From an optimization exercise on the open Yosys and OpenROAD flow, aimed at small area and a short achievable clock period; shortcuts taken in it are not production practice. At most, simulation tests tie the RTL to the original design; equivalence was not proved. Power is estimated from default activity; no workload was simulated.

Setup of job 7121:
==> flow/design.v (excerpt) <==
module pdl_ctrl #(
   parameter int N       = 32,
   parameter int OUT_NUM = 8
) (
   input  logic                 clk,
   input  logic                 reset,
   input  logic                 cfg_valid,
   output logic                 cfg_ready,
   input  logic [7:0]           cfg_addr,
   input  logic [N-1:0]         cfg_data,
   output logic                 cfg_err,
   input  logic                 commit,
   input  logic                 arm,
   input  logic                 abort,
   input  logic                 ext_trigger,
   output logic [OUT_NUM-1:0]   ch_trigger,
   output logic [OUT_NUM*N-1:0] ch_dl,
   output logic [OUT_NUM*N-1:0] ch_wb,
   output logic                 busy,
   output logic                 commit_pending,
   output logic                 done
);
For scale: ~3,400 cells after synthesis, about 1,300 flip-flops, ~570 I/O pins, ~42,000 µm² of cells after synthesis.
clock: 3.4 ns
lec_check: 0
cap_margin: 20
core_margin: 2
core_utilization: 65
cts_cluster_diameter: 100
cts_cluster_size: 25
setup_slack_margin: 1.5
slew_margin: 20
synth_hierarchical: 1
buffer_ports_args: -buffer_cell sky130_fd_sc_hd__buf_2
standard.sh (not shown) runs the stock make flow with config.mk's settings and CLKGATE_MAP_FILE= SYNTH_SCRIPT=/design/flow/synth_recipe.tcl, a recipe that flattens the netlist after the stock synthesis.
==> flow/flow/run.sh <==
#!/bin/bash
# The standard layout with two changes, both made through config.mk:
#  - buffer_ports uses plain buf_2 cells for the port buffers instead of
#    the delay cells it picks by default;
#  - the slow OR3/OR4 cells are kept out of the combinational logic (they
#    are added to DONT_USE_CELLS; no register cell is affected).
# The make output goes to standard.log in the work folder; ORFS's own
# per-step logs stay under orfs/logs/.
set -euo pipefail
cat >> config.mk <<'EOF'
export BUFFER_PORTS_ARGS = -buffer_cell sky130_fd_sc_hd__buf_2
export DONT_USE_CELLS += sky130_fd_sc_hd__or3_1 sky130_fd_sc_hd__or3_2 sky130_fd_sc_hd__or3_4 sky130_fd_sc_hd__or4_1 sky130_fd_sc_hd__or4_2 sky130_fd_sc_hd__or4_4 sky130_fd_sc_hd__or3b_1 sky130_fd_sc_hd__or3b_2 sky130_fd_sc_hd__or3b_4 sky130_fd_sc_hd__or4b_1 sky130_fd_sc_hd__or4b_2 sky130_fd_sc_hd__or4b_4 sky130_fd_sc_hd__or4bb_1 sky130_fd_sc_hd__or4bb_2 sky130_fd_sc_hd__or4bb_4
EOF
bash standard.sh > standard.log 2>&1
For job 6597, these inputs were changed with respect to job 7121:
diff --git a/flow/design.v b/flow/design.v
--- a/flow/design.v
+++ b/flow/design.v
@@ -63,23 +63,23 @@
       sh_off   <= ({N{ld_off}}   & cfg_data) | ({N{kp_off}}   & sh_off);
       sh_shots <= ({N{ld_shots}} & cfg_data) | ({N{kp_shots}} & sh_shots);
    end
    logic st_wait, st_on, st_off;
    logic idle;
    logic timer_one, shot_one;            
    logic last;                           
    logic do_copy;
    logic cp, hd;                         
    assign idle    = ~busy;
    assign do_copy = (commit & (idle | abort | last)) | (commit_pending & (abort | last));
-   assign cp      = do_copy & ~reset & ~rst_q;   
+   assign cp      = do_copy & ~reset;
    assign hd      = ~do_copy & ~reset;
    logic [N-1:0]       act_dl [OUT_NUM];
    logic [N-1:0]       act_wb [OUT_NUM];
    logic [OUT_NUM-1:0] act_mask;
    logic [N-1:0]       act_on, act_off, act_shots;
    always_ff @(posedge clk) begin
       for (int k = 0; k < OUT_NUM; k++) begin
          act_dl[k] <= ({N{cp}} & sh_dl[k]) | ({N{hd}} & act_dl[k]);
          act_wb[k] <= ({N{cp}} & sh_wb[k]) | ({N{hd}} & act_wb[k]);
       end
       act_mask  <= ({OUT_NUM{cp}} & sh_mask)  | ({OUT_NUM{hd}} & act_mask);
@@ -264,16 +264,16 @@
 endmodule
 module pdl_sel (
    input  logic [19:0] hit,
    input  logic        miss,
    input  logic        rst_q,
    input  logic        reset,
    output logic [19:0] ld,
    output logic [19:0] kp,
    output logic        err
 );
    always_comb begin
-      ld  = hit & {20{~rst_q}};
-      kp  = ~hit & {20{~rst_q}};
+      ld  = hit & {20{~rst_q & ~reset}};
+      kp  = ~hit & {20{~reset}};
       err = miss & ~rst_q & ~reset;
    end
 endmodule
Notes after the runs:
In the metrics for job 6597 and job 7121, the one carrying the lower relative contribution of sequential cells to total power is job 7121.
Summary of job 6597 over job 7121: final-report max-slew violation count held steady, core utilization held steady.
Looking at routed wire length, job 6597 sits below job 7121.
Relative to job 7121, the number of antenna violations at the first check in global routing of job 6597 is higher by 3.
Job 6597: setup slack is 50 ps higher than what job 7121 reported.
A top layer used by detailed routing of met5 is what job 7121 shows, while met4 belongs to job 6597.
Looking at aggregate global-route resource usage, job 6597 sits 1.4 points lower than job 7121 does.
Diff job 7121..job 6597 | worst-case clock buffer depth | unchanged
On job 6597: die height is 0.36% higher than what job 7121 gave.
The higher detailed-route wire length on metal 1 of job 6597 and job 7121 is in job 7121.
Comparing job 6597 and job 7121, the higher effective utilization at floorplan is on job 6597.
Diff job 6597 and job 7121: post-synthesis instance area lower in job 7121
Maximum cell stage delay along the critical path: job 6597 vs job 7121, no meaningful difference
Only the layout flow was run in job 7121; the RTL was not checked for function there.

-- separate check: timing with driven ports --
How much do the figures lean on ideal ports? The routed layouts below were timed once more, with nothing changed but the port constraints.
Step 1, drivers: a clkbuf_16 drives clk and a buf_2 each remaining input, both assumed.
Step 2 also shifts input and output timing later by t, the mid clock arrival at the registers, as if the neighbouring blocks saw the same clock.
Three values: no drivers, after step 1, after step 2; two values: the first two.
run | shift t [ns] | slack for setup (ns) | clock arrival spread, ns | slew at the worst register clock pin (ns)
job 7121 | 0.730 | 1.455 / 1.437 / 0.846 | 0.029 / 0.030 | 0.10 / 0.10
job 6597 | 0.722 | 1.506 / 1.436 / 0.840 | 0.022 / 0.021 | 0.11 / 0.11
After both steps setup and hold are still met in every run listed. The setup slack of job 6597, which loses most, moves by -0.070 ns with the drivers and by -0.666 ns with both steps.
